This is an optimization exercise on Yosys and OpenROAD, whose aim is small area, a short achievable clock period and few clock cycles per item, not a production implementation. RTL that was checked went through simulation tests only; none was proved equivalent to the original. The RTL of run 3 was laid out without a check of its function. Power and IR drop assume default switching activity.

$ cat constraint.sdc
create_clock -name core_clock -period 10.0 [get_ports {clk}]
set_input_delay 2.0000 -clock core_clock [delete_from_list [all_inputs] [get_ports {clk}]]
set_output_delay 2.0000 -clock core_clock [all_outputs]
set_load 0.01 [all_outputs]
$ cat design.v
package prbs_pkg;
  localparam int OPC_W      = 2;
  localparam int MAC_W      = 48;
  localparam int LEN_W      = 10;
  localparam int TIME_W     = 32;
  localparam int RET_W      = 4;
  localparam int BASE_W     = 10;
  localparam int CAP_W      = 16;
  localparam int KIND_W     = 2;
  localparam int ERR_W      = 2;
  localparam int PIDX_W     = 3;
  localparam int SLEN_W     = 8;
  localparam int SHIFT_W    = BASE_W + (1 << RET_W) - 1;
  localparam int IN_DATA_W  = 96;
  localparam int OUT_DATA_W = 64;
  localparam int CFG_IDX_W  = 2;
  localparam int CFG_DATA_W = 16;
  localparam int MAX_RESULTS = 8;
  localparam int EMIT_CNT_W  = $clog2(MAX_RESULTS + 1);
  localparam logic [OPC_W-1:0] OP_SEND     = 2'd0;
  localparam logic [OPC_W-1:0] OP_COMPLETE = 2'd1;
  localparam logic [OPC_W-1:0] OP_TICK     = 2'd2;
  localparam logic [KIND_W-1:0] KIND_TRANSMIT   = 2'd0;
  localparam logic [KIND_W-1:0] KIND_RETRANSMIT = 2'd1;
  localparam logic [KIND_W-1:0] KIND_REJECT     = 2'd2;
  localparam logic [ERR_W-1:0] ERR_NONE = 2'd0;
  localparam logic [ERR_W-1:0] ERR_ZERO = 2'd1;
  localparam logic [ERR_W-1:0] ERR_LONG = 2'd2;
  localparam logic [ERR_W-1:0] ERR_FULL = 2'd3;
  localparam logic [CFG_IDX_W-1:0] CFG_RETRY_LIMIT  = 2'd0;
  localparam logic [CFG_IDX_W-1:0] CFG_BACKOFF_BASE = 2'd1;
  localparam logic [CFG_IDX_W-1:0] CFG_BACKOFF_CAP  = 2'd2;
  localparam logic [RET_W-1:0]  RETRY_LIMIT_RST  = 4'd5;
  localparam logic [BASE_W-1:0] BACKOFF_BASE_RST = 10'd30;
  localparam logic [CAP_W-1:0]  BACKOFF_CAP_RST  = 16'd500;
  typedef struct packed {
    logic [KIND_W-1:0] kind;
    logic [ERR_W-1:0]  error_code;
    logic [PIDX_W-1:0] peer_index;
    logic [MAC_W-1:0]  dest_mac;
    logic [SLEN_W-1:0] send_length;
    logic              last;
  } result_t;
  typedef struct packed {
    logic load;
    logic scan_step;
    logic send_commit;
    logic comp_commit;
    logic tick_step;
    logic flush;
  } dp_cmd_t;
  typedef struct packed {
    logic [OPC_W-1:0] op;
    logic             scan_last;
    logic             tick_emit;
    logic             pend_valid;
    logic             out_free;
    logic             emit_full;
  } dp_status_t;
endpackage
module peer_retry_backoff_scheduler_top (
  input  logic         clk,
  input  logic         rst,
  input  logic         s_tvalid,
  output logic         s_tready,
  input  logic [95:0]  s_tdata,
  input  logic [1:0]   s_tuser,
  output logic         m_tvalid,
  input  logic         m_tready,
  output logic [63:0]  m_tdata,
  output logic [1:0]   m_tuser,
  output logic         m_tlast,
  input  logic         cfg_valid,
  output logic         cfg_ready,
  input  logic [1:0]   cfg_index,
  input  logic [15:0]  cfg_data
);
  localparam int N = 8;
  logic [3:0]  retry_limit;
  logic [9:0]  backoff_base;
  logic [15:0] backoff_cap;
  logic [N-1:0] used, armed;
  logic [47:0]  mac [N];
  logic [7:0]   len [N];
  logic [3:0]   rem [N];
  logic [31:0]  due [N];
  logic        iv;
  logic [1:0]  iop;
  logic [47:0] imac;
  logic [7:0]  ilen;
  logic        izero, ilong, iok;
  logic [31:0] inow;
  logic [N-1:0] drain;
  logic         pv;
  logic [N-1:0] psel;
  logic [3:0]   pshift;
  logic         pcap;
  logic [31:0]  pnow;
  logic        ov;
  logic [1:0]  okind, oerr;
  logic [2:0]  oidx;
  logic [47:0] omac;
  logic [7:0]  olen;
  logic        olast;
  assign cfg_ready = 1'b1;
  assign m_tvalid  = ov;
  assign m_tdata   = {3'b000, olen, omac, oidx, oerr};
  assign m_tuser   = okind;
  assign m_tlast   = olast;
  wire out_free = !ov || m_tready;
  wire drain_busy = |drain;
  wire is_send = iv && iop == 2'd0;
  wire is_comp = iv && iop == 2'd1;
  wire is_tick = iv && iop == 2'd2;
  wire tick_wait = pv;
  wire run_pre   = !drain_busy && !(is_tick && tick_wait);
  wire need_out  = is_send || is_tick;
  wire run       = iv && run_pre && (!need_out || out_free);
  assign s_tready = !iv || (run_pre && (!need_out || !ov || m_tready));
  logic [N-1:0] hit, freev, due_ok, remz;
  logic [31:0]  lag [N];
  always_comb begin
    for (int i = 0; i < N; i++) begin
      hit[i]    = used[i] && (mac[i] == imac);
      freev[i]  = !used[i];
      lag[i]    = inow - due[i];
      due_ok[i] = !lag[i][31];
      remz[i]   = (rem[i] == 4'd0);
    end
  end
  logic [N-1:0] free1;    
  always_comb begin
    free1 = freev & ~(freev - N'(1)) ;
  end
  wire any_hit  = |hit;
  wire any_free = |freev;
  wire [N-1:0] wsel = any_hit ? hit : free1;
  wire send_ok  = !izero && !ilong && (any_hit || any_free);
  wire [1:0] send_err = izero ? 2'd1 : ilong ? 2'd2 : (!any_hit && !any_free) ? 2'd3 : 2'd0;
  wire [N-1:0] t_emit   = armed & due_ok & ~remz;
  wire [N-1:0] t_disarm = armed & due_ok & remz;
  wire tick_first = run && is_tick;
  wire [N-1:0] eset = drain_busy ? drain : t_emit;      
  wire [N-1:0] e1   = eset & ~(eset - N'(1));           
  wire [N-1:0] erest = eset & ~e1;
  wire emit_now = (drain_busy && out_free) || (tick_first && |t_emit);
  function automatic logic [2:0] enc(input logic [N-1:0] v);
    enc = 3'd0;
    for (int i = 0; i < N; i++) if (v[i]) enc = enc | 3'(i);
  endfunction
  wire [N-1:0] usel = emit_now ? e1 : hit;
  logic [3:0]  rsel;
  logic [47:0] msel;
  logic [7:0]  lsel;
  always_comb begin
    rsel = '0; msel = '0; lsel = '0;
    for (int i = 0; i < N; i++) begin
      if (usel[i]) begin
        rsel = rsel | rem[i];
      end
      if (e1[i]) begin
        msel = msel | mac[i];
        lsel = lsel | len[i];
      end
    end
  end
  wire comp_run  = run && is_comp && any_hit;
  wire comp_fail = comp_run && !iok;
  wire [3:0] c_rem = (rsel == 4'd0) ? retry_limit : rsel;
  wire [3:0] t_rem = rsel - 4'd1;
  logic [24:0] bv;
  logic [15:0] delay;
  always_comb begin
    bv = 25'(backoff_base) << pshift;
    if (pcap || bv > 25'(backoff_cap)) delay = backoff_cap;
    else delay = bv[15:0];
  end
  wire [31:0] new_due = pnow + 32'(delay);
  always_ff @(posedge clk) begin
    if (rst) begin
      retry_limit  <= 4'd5;
      backoff_base <= 10'd30;
      backoff_cap  <= 16'd500;
    end else if (cfg_valid) begin
      case (cfg_index)
        2'd0: retry_limit  <= cfg_data[3:0];
        2'd1: backoff_base <= cfg_data[9:0];
        2'd2: backoff_cap  <= cfg_data[15:0];
        default: ;
      endcase
    end
  end
  always_ff @(posedge clk) begin
    if (rst) iv <= 1'b0;
    else if (s_tready) iv <= s_tvalid;
    if (s_tready) begin
      iop   <= s_tuser;
      imac  <= s_tdata[47:0];
      ilen  <= s_tdata[55:48];
      izero <= (s_tdata[57:48] == 10'd0);
      ilong <= (s_tdata[57:48] > 10'd250);
      iok   <= s_tdata[58];
      inow  <= s_tdata[90:59];
    end
  end
  always_ff @(posedge clk) begin
    for (int i = 0; i < N; i++) begin
      if (rst) begin
        used[i]  <= 1'b0;
        armed[i] <= 1'b0;
      end else begin
        if (run && is_send && send_ok && wsel[i]) begin
          used[i]  <= 1'b1;
          armed[i] <= 1'b0;
        end
        if (comp_run && hit[i]) armed[i] <= !iok;
        if (tick_first && t_disarm[i]) armed[i] <= 1'b0;
      end
      if (run && is_send && send_ok && wsel[i]) begin
        if (!any_hit) mac[i] <= imac;
        len[i] <= ilen;
        rem[i] <= 4'd0;
      end
      if (comp_run && hit[i]) rem[i] <= iok ? 4'd0 : c_rem;
      if (emit_now && e1[i]) rem[i] <= t_rem;
      if (pv && psel[i]) due[i] <= new_due;
    end
  end
  always_ff @(posedge clk) begin
    if (rst) begin
      drain <= '0;
      pv    <= 1'b0;
    end else begin
      if (tick_first) drain <= t_emit & ~e1;
      else if (drain_busy && out_free) drain <= erest;
      pv <= comp_fail || emit_now;
    end
    if (comp_fail || emit_now) psel <= usel;
    if (comp_fail) begin
      pshift <= (rsel == 4'd0) ? 4'd0 : retry_limit - rsel;
      pcap   <= (rsel != 4'd0) && (rsel > retry_limit);
    end else begin
      pshift <= retry_limit - t_rem;
      pcap   <= t_rem > retry_limit;
    end
    if (run) pnow <= inow;
  end
  always_ff @(posedge clk) begin
    if (rst) ov <= 1'b0;
    else if (emit_now || (run && is_send)) ov <= 1'b1;
    else if (m_tready) ov <= 1'b0;
    if (run && is_send) begin
      okind <= send_ok ? 2'd0 : 2'd2;
      oerr  <= send_err;
      oidx  <= send_ok ? enc(wsel) : 3'd0;
      omac  <= imac;
      olen  <= send_ok ? ilen : 8'd0;
      olast <= 1'b1;
    end else if (emit_now) begin
      okind <= 2'd1;
      oerr  <= 2'd0;
      oidx  <= enc(e1);
      omac  <= msel;
      olen  <= lsel;
      olast <= (erest == '0);
    end
  end
endmodule
$ cat config.mk
export PLATFORM = sky130hd
export DESIGN_NAME = peer_retry_backoff_scheduler_top
export DESIGN_NICKNAME = peer_retry_backoff_scheduler_top
export VERILOG_FILES = /design/flow/design.v
export SDC_FILE = /design/flow/constraint.sdc
export NUM_CORES = 4
export LEC_CHECK = 0
export ABC_CLOCK_PERIOD_IN_PS = 3000
export CAP_MARGIN = 20
export CORE_MARGIN = 2
export CORE_UTILIZATION = 40
export SETUP_SLACK_MARGIN = 5
export SLEW_MARGIN = 20
$ cat run.sh
#!/bin/bash
# synth_recipe.tcl (not shown) runs the flow's synth.tcl, then flattens the netlist and writes it again
# the make line also repeats each setting of config.mk as NAME=value (left out here)
make -C /OpenROAD-flow-scripts/flow DESIGN_CONFIG=/design/flow/config.mk WORK_HOME=/design/flow/orfs CLKGATE_MAP_FILE= SYNTH_SCRIPT=/design/flow/synth_recipe.tcl finish
==> results of run 1 <==
-- routing by layer --
metal | track usage | wire, µm
met3 | 0.0506 | 14900
met2 | 0.417 | 76300
met1 | 0.338 | 63700
met5 | 0 | 25
met4 | 0.136 | 9580
-- state kept, by name, indices dropped and copies added (netlist names), 2 cells and up --
name          flops
imac             48
len              64
ilen              8
iop               2
rem              32
retry_limit       4
due             256
olen              8
pshift            4
used              8
pnow             32
psel              8
oerr              2
omac             48
armed             8
mac             384
inow             32
backoff_base     10
backoff_cap      16
drain             8
okind             2
oidx              3
-- cell usage after synthesis, types with 7 or more instances --
library cell	n
o2bb2ai_1	8
nand2b_1	14
a221oi_1	70
a21oi_1	241
ha_1	282
a22oi_1	65
a21o_1	28
a222oi_1	11
clkbuf_1	115
a2111oi_0	7
o21bai_1	12
nand4_1	73
o21a_1	12
and4_1	7
a221o_1	52
a211oi_1	33
a22o_1	8
o211ai_1	8
buf_1	11
inv_1	350
nand3b_1	15
nor2b_1	25
and3_1	19
and2_1	19
xor2_1	211
nor2_1	180
xnor2_1	152
nand2_1	213
dfxtp_1	63
nor3_1	21
mux2_2	21
edfxtp_1	932
o21ai_1	9
o221ai_1	7
nor4_1	73
o21ai_0	90
nand3_1	153
buf_2	21
or4_1	16
o22ai_1	56
mux2i_1	19
-- stage by stage --
stage | total power, mW | setup slack (ns)
6_report | 9.38 | 3.36
2_1_floorplan | 5.06 | 3.52
3_3_place_gp | 5.32 | 2.28
5_1_grt | 9.63 | 2.97
4_1_cts | 9.37 | 3.31
3_5_place_dp | 5.33 | 2.20
-- where the power goes --
part / internal [mW] / switching [mW]
sequential: 4.60 / 0.0488
combinational: 0.318 / 0.434
clock: 2.26 / 1.71
-- repair_timing --
item / in CTS / in global routing
hold buffers: 0 / 0
pin swaps: 79 / 98
setup endpoints to repair: 924 / 670
cloned: 11 / 0
setup buffers: 239 / 81
resized for setup: 227 / 159
-- logic make-up after synthesis --
family,Yosys count,synth area share
flip-flops,995,0.608
multiplexers,42,0.00981
adder cells (fa/ha/maj),285,0.0746
XOR/XNOR,365,0.0668
AND/OR/NAND/NOR,861,0.0896
buffers and inverters,507,0.0407
other,2,0.000156
AO/OA/AOI/OAI,775,0.110
-- cell type report --
cell class,count,area (µm²),share of cell area
repair buffers,544,5160,0.0853
clock inverters,67,588,0.00973
diodes,4,10.0,0.000166
well taps,1612,2020,0.0334
clock buffers,133,2870,0.0475
flip-flops and latches,995,29300,0.484
multi-input cells,2343,19200,0.318
inverters,354,1340,0.0222
-- worst min-delay path: stages, from the launching register on --
cell	delay (ns)
dfxtp_1	0.32
nand2_1	0.06
a21oi_1	0.05
-- how the worst min path moves through the flow --
stage	from	to	slack [ns]	depth (start not counted)
after floorplan	inow[31]	pnow[31]	0.42	0
after global placement	backoff_base[5]	backoff_base[5]	0.46	2
after detailed placement	backoff_base[5]	backoff_base[5]	0.47	2
after CTS	backoff_cap[3]	backoff_cap[3]	0.48	2
after global routing	backoff_cap[3]	backoff_cap[3]	0.51	2
final	backoff_cap[3]	backoff_cap[3]	0.48	2
==> summary.txt, run 1 <==
Outcome
The run finished with no timing, DRC or antenna violations.

Timing
Summed over all failing endpoints, the final setup total negative slack is 0 ns. In the finished design, the share of the clock period the worst path needs comes to 0.664. The relative max-transition margin is 0.284.

The clock arrives with 0.0385 ns of skew. For this run, the top clock speed supported by timing is 151 MHz. Counting I/O delays and the setup requirement, the final critical path takes 6.64 ns.

Setup repair after global routing could not meet its margin everywhere. The number of failing setup endpoints in the final timing report is 0. The final max-slew violation count came to 0. The worst hold slack is 0.476 ns.

The transition time at the pin with the least slew margin is 1.07 ns. The final hold violation count was 0.

Flow run
The max-cap violation count is 0.

Worst setup path
The endpoint kind of the worst setup timing path is a flip-flop. The largest fanout of any net on the critical path is 8. The family of cells with the greatest summed delay on the critical path is compound AO/OA/AOI/OAI gates.

The number of logic stages on the critical path including buffering is 37. The cell that appears most often on the critical path is a21oi_2. The launching element type of the critical path is a flip-flop. The delay of the slowest critical-path stage is 0.37 ns. The worst setup path is of the reg -> reg kind. Following the worst setup path forward leads to its endpoint at due[3][22]. In this run the worst setup path begins at pshift[0]. The required time reported for the critical path endpoint is 10.45 ns. The worst flop-to-flop path endpoint is due[3][22]. Data arrives at the worst endpoint at 7.09 ns. In this run the register-to-register setup slack is 3.36 ns. The number of cells on the worst reg-to-reg path is 37. The number of buffers and inverters on the critical path is 3. The slowest stage of the critical path is the dfxtp_4 cell. The startpoint of the most critical register-to-register path is pshift[0].

Die
The overall die width is 351 µm. The area of the die is 0.123 mm². In this run the vertical extent of the chip is 351 µm. 191 I/O pins were placed. The core footprint is 0.120 mm². The starting utilization of the core area is 0.402.

The floorplan row count is 127.

Logic synthesis
The average instance in the mapped netlist occupies 12.6 µm². The synthesized flop and latch total is 995. Synthesis handed over a netlist of 3,832 instances. The count of warnings emitted by yosys is 6. Counting flops with an async set or reset pin after synthesis yields a share of 0.

Ranked by total cell area, the synthesized netlist is headed by edfxtp_1, ha_1, xor2_1. The share of the synthesized area in the top cell type is 0.582. The predominant post-synthesis flop cell is edfxtp_1. The synthesized design contains 932 enable-type register cells. Of the synthesized area, sequential elements account for 0.608.

edfxtp_1 takes more of the synthesized area than any other cell. Summing every instance area after synthesis gives 0.0481 mm². After synthesis, the netlist uses 89 different library cells.

Final layout
In the layout the commonest cells are edfxtp_1, inv_1, buf_4, ha_1, nand2_1. The count of cells in the finished layout, fillers not included, comes to 6,052. The share of the core filled with cells in the final layout is 0.505. From synthesis to final layout, the design area changed by 25.7%. Leaving out fill and tap cells, the most frequent cell in the layout is edfxtp_1. The share of layout cells above drive strength 1 is 0.193. The finished cells cover 0.0605 mm².

The final-stage net count is 4,752. After filler insertion, the fill cell instance count of the layout stands at 10,300.

Global routing
The initial antenna violation count is 6. The total overflow reported by the global router is 0. The pin count of the biggest net entering global routing is 59. The via count of the first global-routing pass is 33,200. The first global-routing pass estimated 231 mm of wire.

The overall fraction of global-route tracks in use is 0.261.

CTS
The TritonCTS clock tree is done. After clock tree synthesis, the clock-pin slew on the worst setup and hold paths is 0.06 ns. The number of H-tree levels is 3.

For the worst-skew pair, the clock arrives at the later sink with an insertion delay of 0.73 ns. The CTS buffer count is 108. For this design, the sink count on the clock tree is 995. No sink is reached through more buffers than the 3 on the longest clock path.

The cell sitting at the root of the clock tree is a clkbuf_16.

Detailed routing
In this run, the number of DRC markers left after iteration 0 of detailed routing was 3,991. Once detail routing completed, the nets flagged for antenna violations numbered 0. The average vias per placed instance is 5.75. For this run, design rule violations remaining after detail routing come to 0.

For this block, the via count after detailed routing is 34,800. The number of optimization iterations in the first detailed-route pass is 7. In the final routed layout, each cell accounts on average for 27.2 µm. Wires add up to 165 mm.

Pwr
Summed over all cells, the static leakage comes to 22.4 nW. The total power per unit cell area is 155 mW/mm². Across the VDD grid, the largest voltage drop is 0.135 mV.

Place
The instance area at placement is 0.0521 mm². The congestion estimate from routability-driven global placement came to 1.03. The cell count after placement is 5,517. The count of buffers added on input and output ports is 181. The half-perimeter wire length of the detailed placement result is 106 mm.

Worst hold path
The worst hold-check path type is reg -> reg.
Testbench counts, summed over its fixed seeds: cycles 10,336, items 8,000.
==> run 2: changes to the inputs <==
--- a/config.mk
+++ b/config.mk
@@ -6,8 +6,6 @@
 export NUM_CORES = 4
 export LEC_CHECK = 0
-export ABC_CLOCK_PERIOD_IN_PS = 3000
 export CAP_MARGIN = 20
 export CORE_MARGIN = 2
 export CORE_UTILIZATION = 40
-export SETUP_SLACK_MARGIN = 5
 export SLEW_MARGIN = 20
==> summary.txt, run 2 <==
Worst setup path
The most common cell type on the critical path is a21oi_1. In this run the worst path has a maximum fanout of 20. The length in cells of the worst reg-to-reg path is 35. The delay of the slowest critical-path stage is 0.82 ns. STA classifies the critical path startpoint as a flip-flop.

The endpoint kind of the worst setup timing path is a flip-flop. The worst path arrival time is 8.88 ns. The family of cells with the greatest summed delay on the critical path is compound AO/OA/AOI/OAI gates.

The worst flop-to-flop path endpoint is due[2][26]. The critical path is of the reg -> reg type. Data on the critical path is required at its endpoint by 10.40 ns.

The setup slack of the worst register-to-register path is 1.52 ns. The critical path's slowest cell is dfxtp_1. The worst register-to-register path begins at pshift[1]. The worst path buffer plus inverter count is 1.

Timing
For the finished layout, the period the worst path requires is 8.48 ns. The share of the clock period used by the worst path is 0.848. At the pin with the least slew margin, the transition time is 1.11 ns.

The post-route setup TNS is 0 ns. Measured against its own limit, the worst slew margin works out to 0.263. Across the routed clock network, the largest skew measured is 0.0380 ns. The final max-slew violation count was 0.

Derived from the worst setup path, the maximum achievable clock frequency is 118 MHz. Setup repair after global routing left no endpoint under its margin. The number of failing setup endpoints in the final timing report is 0.

The final hold violation count is 0. Hold is met by 0.474 ns.

Detailed routing
Before antenna repair, the detailed router went through 6 iterations. The remaining antenna violation count is 0. The detailed-route wire length is 153 mm. The number of design rule violations left after detail routing is 0.

Summing over every cut layer, the via total after detailed routing is 32,800. The average vias per placed instance is 5.74. The first routing iteration left 3,737 violations. The wire length per cell is 26.7 µm.

CTS
The cell at the root of the clock tree is clkbuf_16. The clock drives 995 sinks. The TritonCTS clock tree is done.

At the later pin of the worst-skew pair, clock insertion delay measures 0.73 ns. In this run the number of H-tree levels came out at 3. Buffers inserted during clock tree synthesis total 110.

The number of post-CTS setup repair buffers is 0. Clock-pin slew was measured on the worst setup and hold paths at 0.06 ns. Once the clock tree was built, the resizer swapped 0 gates to a different size. No sink is reached through more buffers than the 3 on the longest clock path. In this run, post-CTS hold repair placed 0 buffers.

Pwr
The analysis attributes to cell leakage a power of 20.2 nW. The worst IR drop on VDD is 0.150 mV. The total power per unit cell area is 168 mW/mm².

Logic synthesis
After synthesis, the largest family of logic cells by area is compound AO/OA/AOI/OAI gates. Of the post-synthesis cell area, the dominant cell type holds 0.582. The simple-gate area share of the yosys netlist is 0.0896. The most frequently used cell type in the post-synthesis netlist is edfxtp_1.

The predominant post-synthesis flop cell is edfxtp_1. Of the total synthesized cell area, the portion taken by XOR and XNOR cells is 0.0668. The number of unique standard cell types used by synthesis is 89. The post-synthesis cell type with the largest combined area is edfxtp_1.

The fraction of registers with async set/reset is 0. The synthesized netlist occupies a cell area of 0.0481 mm². After synthesis, the share of cell area in mux cells is 0.00981. The count of warnings emitted by yosys is 6. After synthesis, the cell types taking the most area are edfxtp_1, ha_1, xor2_1. The average size of a mapped cell is 12.6 µm². In the synthesized netlist, the number of instances is 3,832. After synthesis, the most frequently instantiated cells are edfxtp_1, inv_1, ha_1. The synthesized flop and latch total is 995. The number of synthesized flops with an enable pin is 932. The fraction of the mapped netlist area in adder cells is 0.0746. The share of synthesized area occupied by flip-flops and latches is 0.608. The compound-gate portion of the synthesized area was 0.110.

Final layout
The share of layout cells above drive strength 1 is 0.0688. The final-stage net count is 4,426. The area added between synthesis and finish is 15.2%. At the end of the flow the core is filled with cells to 0.463.

The library cells used most frequently in the layout, excluding fill and tap cells, are edfxtp_1, inv_1, ha_1, a21oi_1, nand2_1. The register with the most flip-flops is mac. Leaving out fill and tap cells, the most frequent cell in the layout is edfxtp_1. The post-layout instance area is 0.0554 mm². The largest registers in the layout are mac x384, due x256, len x64. The flip-flop count of the largest register after layout is 384.

Place
The global placer's final weighted congestion is 0.995. The instance area at placement is 0.0518 mm². The half-perimeter wire length of the detailed placement result is 106 mm. Input and output buffers added on the ports amount to 181.

Worst hold path
The worst hold path cell count is 2. The tightest min-delay check is of the reg -> reg type. The terminating pin of the worst hold path is backoff_cap[1].

In this run the most critical hold path is launched from backoff_cap[1].

Flow run
The tool flagged a number of max-cap violations equal to 0.

Global routing
The initial antenna violation count came to 6. The first global-routing pass estimated 218 mm of wire. The total overflow reported by the global router is 0. The via count of the first global-routing pass is 31,500. In the global route stage, overall resource usage came out at 0.245. Entering global routing, the biggest net connects 58 pins.

Die
The die covers 0.123 mm². The core footprint is 0.120 mm². The top-level port count is 191.

The floorplan row count is 127. The starting utilization of the core area is 0.402. The overall die width is 351 µm.

The height of the chip is 351 µm.

Outcome
The run finished with no timing, DRC or antenna violations.
run 2: cell counts after synthesis:
No cell type changed its count.
run 2: stage by stage:
stage	std cells	power, mW	setup WS (ns)
floorplan	3834	5.05	2.06
global placement	5520	5.31	1.51
detailed placement	5520	5.31	1.51
CTS	5725	9.39	1.48
global route	5725	9.60	0.828
finish	5726	9.34	1.52
run 2: worst max path at each step:
stage               startpoint         end  slack, ns  cells after the start
floorplan            pshift[1]  due[0][30]       2.06                     37
global placement     pshift[1]  due[7][26]       1.51                     35
detailed placement   pshift[1]  due[7][26]       1.51                     36
CTS                  pshift[1]  due[0][27]       1.48                     35
global route         pshift[1]  due[3][26]       0.83                     36
finish               pshift[1]  due[2][26]       1.52                     35
run 2: worst register-to-register path: cells and delay by family (launching register included):
kind	cells	cell delay, ns
XOR/XNOR	1	0.55
multiplexers	2	0.86
AND/OR/NAND/NOR	6	0.45
AO/OA/AOI/OAI	23	4.55
adder cells (fa/ha/maj)	2	0.75
flip-flops	1	0.82
buffers and inverters	1	0.22
run 2: per-layer routing:
metal  up-vias  share of wire  track usage
li1      14700              -            -
met1     16200           0.41        0.323
met2      1560           0.46        0.395
met3       335          0.082       0.0425
met4         4          0.050        0.109
met5         -        0.00013            0
run 2: where the power goes:
group          switching, mW  internal, mW
Clock                   1.73          2.38
Combinational          0.316         0.206
Sequential             0.104          4.61
Total                   2.15          7.19
run 2: area by class of cell:
cell class	instances	area, µm²
sequential	995	29200
fill	10700	64200
clock inverter	67	727
multi-input combinational	2332	17100
timing repair buffer	227	2170
tap	1612	2020
clock buffer	138	2880
antenna	1	2.50
inverter	354	1330
run 2: cell families (layout without fill, tap and decap cells):
group | after synthesis | after routing
buffers and inverters | 507 | 786
muxes | 42 | 42
and+or+nand+nor | 861 | 861
DFF | 995 | 995
adders and majority gates | 285 | 285
xor gates and xnor gates | 365 | 365
AOI/OAI and AO/OA | 775 | 775
other | 2 | 5
==> run 3: changes to the inputs <==
--- a/design.v
+++ b/design.v
@@ -91,4 +91,6 @@
   logic        izero, ilong, iok;
   logic [31:0] inow;
+  logic [15:0] flo;
+  logic        fb0, fb1;
   logic [N-1:0] drain;
   logic         pv;
@@ -97,25 +99,45 @@
   logic         pcap;
   logic [31:0]  pnow;
-  logic        ov;
-  logic [1:0]  okind, oerr;
-  logic [2:0]  oidx;
-  logic [47:0] omac;
-  logic [7:0]  olen;
-  logic        olast;
+  logic         ov;
+  logic [1:0]   okind, oerr;
+  logic [2:0]   oidx;
+  logic [47:0]  omac;
+  logic [7:0]   olen;
+  logic         olast;
+  logic [N-1:0] osel;
+  logic [47:0] tmac;
+  logic [7:0]  tlen;
+  always_comb begin
+    tmac = '0; tlen = '0;
+    for (int i = 0; i < N; i++) if (osel[i]) begin
+      tmac = tmac | mac[i];
+      tlen = tlen | len[i];
+    end
+  end
+  wire oretx = |osel;
   assign cfg_ready = 1'b1;
   assign m_tvalid  = ov;
-  assign m_tdata   = {3'b000, olen, omac, oidx, oerr};
+  assign m_tdata   = {3'b000, oretx ? tlen : olen, oretx ? tmac : omac, oidx, oerr};
   assign m_tuser   = okind;
   assign m_tlast   = olast;
-  wire out_free = !ov || m_tready;
+  wire out_free   = !ov || m_tready;
   wire drain_busy = |drain;
   wire is_send = iv && iop == 2'd0;
   wire is_comp = iv && iop == 2'd1;
   wire is_tick = iv && iop == 2'd2;
-  wire tick_wait = pv;
-  wire run_pre   = !drain_busy && !(is_tick && tick_wait);
-  wire need_out  = is_send || is_tick;
-  wire run       = iv && run_pre && (!need_out || out_free);
+  wire run_pre  = !drain_busy;
+  wire need_out = is_send || is_tick;
+  wire run      = iv && run_pre && (!need_out || out_free);
   assign s_tready = !iv || (run_pre && (!need_out || !ov || m_tready));
+  wire take = s_tready && s_tvalid;
+  logic [24:0] bv;
+  logic [15:0] delay;
+  always_comb begin
+    bv = 25'(backoff_base) << pshift;
+    if (pcap || bv > 25'(backoff_cap)) delay = backoff_cap;
+    else delay = bv[15:0];
+  end
+  wire [31:0] new_due = pnow + 32'(delay);
+  wire fwd_due = !((flo >= delay) ? fb0 : fb1);
   logic [N-1:0] hit, freev, due_ok, remz;
   logic [31:0]  lag [N];
@@ -125,12 +147,9 @@
       freev[i]  = !used[i];
       lag[i]    = inow - due[i];
-      due_ok[i] = !lag[i][31];
+      due_ok[i] = (pv && psel[i]) ? fwd_due : !lag[i][31];
       remz[i]   = (rem[i] == 4'd0);
     end
   end
-  logic [N-1:0] free1;    
-  always_comb begin
-    free1 = freev & ~(freev - N'(1)) ;
-  end
+  wire [N-1:0] free1 = freev & ~(freev - N'(1));    
   wire any_hit  = |hit;
   wire any_free = |freev;
@@ -141,6 +160,6 @@
   wire [N-1:0] t_disarm = armed & due_ok & remz;
   wire tick_first = run && is_tick;
-  wire [N-1:0] eset = drain_busy ? drain : t_emit;      
-  wire [N-1:0] e1   = eset & ~(eset - N'(1));           
+  wire [N-1:0] eset  = drain_busy ? drain : t_emit;     
+  wire [N-1:0] e1    = eset & ~(eset - N'(1));          
   wire [N-1:0] erest = eset & ~e1;
   wire emit_now = (drain_busy && out_free) || (tick_first && |t_emit);
@@ -151,17 +170,7 @@
   wire [N-1:0] usel = emit_now ? e1 : hit;
   logic [3:0]  rsel;
-  logic [47:0] msel;
-  logic [7:0]  lsel;
-  always_comb begin
-    rsel = '0; msel = '0; lsel = '0;
-    for (int i = 0; i < N; i++) begin
-      if (usel[i]) begin
-        rsel = rsel | rem[i];
-      end
-      if (e1[i]) begin
-        msel = msel | mac[i];
-        lsel = lsel | len[i];
-      end
-    end
+  always_comb begin
+    rsel = '0;
+    for (int i = 0; i < N; i++) if (usel[i]) rsel = rsel | rem[i];
   end
   wire comp_run  = run && is_comp && any_hit;
@@ -169,12 +178,4 @@
   wire [3:0] c_rem = (rsel == 4'd0) ? retry_limit : rsel;
   wire [3:0] t_rem = rsel - 4'd1;
-  logic [24:0] bv;
-  logic [15:0] delay;
-  always_comb begin
-    bv = 25'(backoff_base) << pshift;
-    if (pcap || bv > 25'(backoff_cap)) delay = backoff_cap;
-    else delay = bv[15:0];
-  end
-  wire [31:0] new_due = pnow + 32'(delay);
   always_ff @(posedge clk) begin
     if (rst) begin
@@ -191,8 +192,10 @@
     end
   end
+  wire [31:0] s_now = s_tdata[90:59];
+  wire [31:0] fd    = s_now - inow;
   always_ff @(posedge clk) begin
     if (rst) iv <= 1'b0;
     else if (s_tready) iv <= s_tvalid;
-    if (s_tready) begin
+    if (take) begin
       iop   <= s_tuser;
       imac  <= s_tdata[47:0];
@@ -201,5 +204,8 @@
       ilong <= (s_tdata[57:48] > 10'd250);
       iok   <= s_tdata[58];
-      inow  <= s_tdata[90:59];
+      inow  <= s_now;
+      flo   <= fd[15:0];
+      fb0   <= fd[31];
+      fb1   <= fd[31] ^ (fd[30:16] == 15'd0) ^ (fd[31:16] == 16'h8000);
     end
   end
@@ -257,11 +263,11 @@
       olen  <= send_ok ? ilen : 8'd0;
       olast <= 1'b1;
+      osel  <= '0;
     end else if (emit_now) begin
       okind <= 2'd1;
       oerr  <= 2'd0;
       oidx  <= enc(e1);
-      omac  <= msel;
-      olen  <= lsel;
       olast <= (erest == '0);
+      osel  <= e1;
     end
   end
--- a/config.mk
+++ b/config.mk
@@ -6,6 +6,8 @@
 export NUM_CORES = 4
 export LEC_CHECK = 0
+export ABC_CLOCK_PERIOD_IN_PS = 3000
 export CAP_MARGIN = 20
 export CORE_MARGIN = 2
 export CORE_UTILIZATION = 40
+export SETUP_SLACK_MARGIN = 5
 export SLEW_MARGIN = 20
==> summary.txt, run 3 <==
Final layout
The share of layout cells above drive strength 1 is 0.187. Leaving out fill and tap cells, the most frequent cells in the layout are edfxtp_1, inv_1, ha_1, buf_4, xnor2_1. The register with the most flip-flops in the layout has 384 of them. The number of standard cells in the layout, taps in and fillers out is 6,433. From synthesis to final layout, the design area changed by 25.6%. The library cell used most frequently in the layout, excluding fill and tap cells, is edfxtp_1. The final-stage net count is 5,134.

Counting flops per register, the top entry is mac. The largest registers in the layout are mac x384, due x256, len x64. Summing all non-filler instances in the final layout gives an area of 0.0646 mm².

The number of fill cells in the layout is 11,100.

Die
The height of the chip is 363 µm. The starting utilization of the core area is 0.403. The overall die width is 363 µm.

The area of the die is 0.131 mm². The initialized floorplan defines 131 standard-cell rows. The top-level port count is 191. The total area inside the core boundary comes to 0.128 mm².

Worst setup path
In this run the worst path has a maximum fanout of 7. Data arrives at the worst endpoint at 9.33 ns. STA classifies the critical path startpoint as a flip-flop. Broken down by cell family, the worst path's largest delay share belongs to compound AO/OA/AOI/OAI gates.

The critical path is of the reg -> reg type. The most common cell type on the critical path is o21a_1. The setup slack of the worst register-to-register path is 1.29 ns. The largest individual stage delay along the critical path comes from the cell or4b_4. The startpoint of the most critical register-to-register path is pshift[0]. The worst path buffer plus inverter count is 8. The worst flop-to-flop path endpoint is pshift[2].

The delay of the slowest critical-path stage is 0.61 ns. The endpoint kind of the worst setup timing path is a flip-flop. The length in cells of the worst reg-to-reg path is 41. Data on the critical path is required at its endpoint by 10.61 ns.

Pwr
The worst IR drop on VDD is 0.150 mV. The reported leakage power is 24.2 nW. For this design the ratio of total power to cell area is 159 mW/mm².

After layout, the design draws a total of 10.3 mW.

Global routing
The initial antenna violation count is 12. The first global-routing pass estimated 253 mm of wire. Summed over all layers, the global routing overflow is 0.

The via count of the first global-routing pass came to 36,100. Entering global routing, the biggest net connects 63 pins. For this run, the total global-route usage over all layers was measured as 0.266.

Place
The number of buffers inserted by port buffering is 181. The cell count after placement is 5,934. The wire-length estimate of the detail-placed layout is 117 mm. The instance area at placement is 0.0559 mm². At the end of routability-driven placement, the weighted congestion stood at 0.955.

Logic synthesis
Counting flops with a built-in enable in the synthesized netlist gives 950. The post-synthesis cell type with the largest combined area is edfxtp_1. Synthesis inferred 1,021 register bits.

The share of synthesized area in the top cell type comes to 0.555. Each instance of the synthesized netlist takes up on average 12.3 µm². The cell area after technology mapping is 0.0514 mm². The number of different library cells used by synthesis comes to 102.

For this run, asynchronously set or reset flops after synthesis account for 0. Ranked by instance count, the synthesized netlist is headed by edfxtp_1, inv_1, ha_1. By instance count, the leading cell after synthesis is edfxtp_1. Yosys attributes the largest share of cell area to edfxtp_1, ha_1, xnor2_1.

The share of the Yosys chip area taken by registers is 0.582. In the synthesized netlist the dominant register cell turns out to be edfxtp_1. Yosys printed 6 warnings. The synthesized instance count is 4,184.

Timing
The final max-slew violation count is 0. The highest attainable clock frequency is 115 MHz. The post-route setup TNS is 0 ns. Setup repair after global routing could not meet its margin everywhere. The final hold violation count is 0.

At the pin with the least slew margin, the transition time is 1.11 ns. Setup violations remaining at the end of the flow were counted as 0. The relative max-transition margin is 0.250. The share of the clock period used by the worst path is 0.871. Across all hold checks on the routed design, the worst slack comes to 0.482 ns. The post-route minimum period is 8.71 ns. The largest clock skew in the final design is 0.0476 ns.

Worst hold path
The min-delay analysis places its worst path in the category reg -> reg. The worst hold path cell count is 2. The terminating pin of the worst hold path is armed[0]. The worst hold path begins at armed[0].

CTS
The clock passes through at most 3 buffers. The clock input transition at the sequential cells of the worst setup and hold paths is 0.06 ns. The CTS buffer count is 111. For this design, the sink count on the clock tree is 1,021.

The TritonCTS clock tree is done. In this run the clock root is driven by a clkbuf_16. The number of H-tree levels is 3. The clock latency at the later pin of the worst-skew pair is 0.76 ns.

Detailed routing
In the final routed layout, each cell accounts on average for 27.8 µm. Once detail routing completed, the nets flagged for antenna violations numbered 0. The final layout contains routed wiring with a total length of 179 mm. In the routed design, unresolved DRC markers number 0. The average vias per placed instance is 5.85.

For this block, the initial DRC count from the detailed router was 3,910. The total number of vias is 37,700. For this run, the detailed router's first-pass iteration total came to 8.

Outcome
The flow ran to the end and the layout has no timing, DRC or antenna violations.

Flow run
The max-cap violation count is 0.
[run 3: cell types whose count changed after synthesis, sizes merged, moves of 28 or more]
cell    delta
a21oi     -55
a221o     -47
a221oi    +52
a22o     +115
a22oi     -51
a31oi     +65
clkbuf    +28
ha        +47
inv       +40
nand3     -76
nand4     +33
nor2      +34
xnor2     +81
xor2      -34
[run 3: layout make-up]
type / count / area, µm² / share of cell area
Clock buffer: 145 / 2980 / 0.0461
Timing Repair inverter: 1 / 8.76 / 0.000136
Inverter: 393 / 1500 / 0.0232
Multi-Input combinational cell: 2621 / 22000 / 0.341
Clock inverter: 58 / 606 / 0.00938
Antenna cell: 1 / 2.50 / 0.0000387
Sequential cell: 1021 / 30000 / 0.464
Timing Repair Buffer: 531 / 5400 / 0.0836
Tap cell: 1662 / 2080 / 0.0322
[run 3: power breakdown]
part,switching [mW],internal (mW)
Sequential,0.0878,4.74
Combinational,0.778,0.560
Clock,1.76,2.33
Total,2.62,7.63
[run 3: per-layer routing]
metal	track usage	share of wire
met2	0.430	0.46
met5	0	0.00030
met3	0.0469	0.074
met1	0.343	0.40
met4	0.135	0.058
[run 3: worst register-to-register path: cells and delay by family (launching register included)]
| kind | cells | cell delay [ns] |
|---|---|---|
| flip-flops | 1 | 0.41 |
| multiplexers | 3 | 0.66 |
| AND/OR/NAND/NOR | 9 | 2.37 |
| AO/OA/AOI/OAI | 16 | 2.66 |
| buffers and inverters | 8 | 1.24 |
| adder cells (fa/ha/maj) | 4 | 1.18 |
| XOR/XNOR | 1 | 0.13 |
[run 3: kinds of logic after synthesis]
group           share of synthesized area
xor+xnor                           0.0703
fa+ha+maj                          0.0818
other cells                      0.000146
flops                               0.582
buf+inv                            0.0409
compound gates                      0.122
simple gates                       0.0941
mux                               0.00847
[run 3: worst max path at each step]
stage               from  slack, ns  cells after the start         to
6_report       pshift[0]       1.29                     41  pshift[2]
3_5_place_dp   pshift[0]       0.33                     38  rem[3][2]
4_1_cts        pshift[0]       1.27                     43       pcap
5_1_grt        pshift[0]       0.77                     46       pcap
2_1_floorplan  pshift[2]       1.51                     42  pshift[2]
3_3_place_gp   pshift[0]       0.30                     38  rem[3][2]
[run 3: stage by stage]
stage	setup slack, ns	util
after CTS	1.27	0.498
after global placement	0.299	0.438
after detailed placement	0.331	0.438
final	1.29	0.506
after floorplan	1.51	-
after global routing	0.773	0.506
[run 3: repair_timing]
item                                    4_1_cts  5_1_grt
hold endpoints to repair                      0        0
endpoints found under the setup margin      892      729
buffers inserted                            213       62
pin swaps                                   119       61
gates cloned                                 18        1
hold buffers                                  0        0
resized for setup                           385      102

==> what the ideal ports hide <==
The flow's constraints put no driver on any port. The routed layouts listed below were extracted and timed again, unchanged, in two steps.
Step 1 sets driving cells, clkbuf_16 on the clock port and buf_2 on the other inputs (assumed; they add their load-dependent delay and slew).
Step 2 times the ports against the registers' clock, not the clock port: input delays grow and output delays shrink by t, the midpoint of the rising clock arrivals with the driver on.
Slacks: no drivers / after step 1 / after step 2; pairs: no drivers / after step 1.
run | shift t [ns] | slack for setup (ns) | latest minus earliest clock arrival (ns)
run 1 | 0.783 | 3.361 / 3.361 / 3.361 | 0.042 / 0.042
run 2 | 0.783 | 1.522 / 1.522 / 1.522 | 0.038 / 0.038
run 3 | 0.812 | 1.289 / 1.289 / 1.289 | 0.050 / 0.050
After both steps every run listed still meets setup and hold.
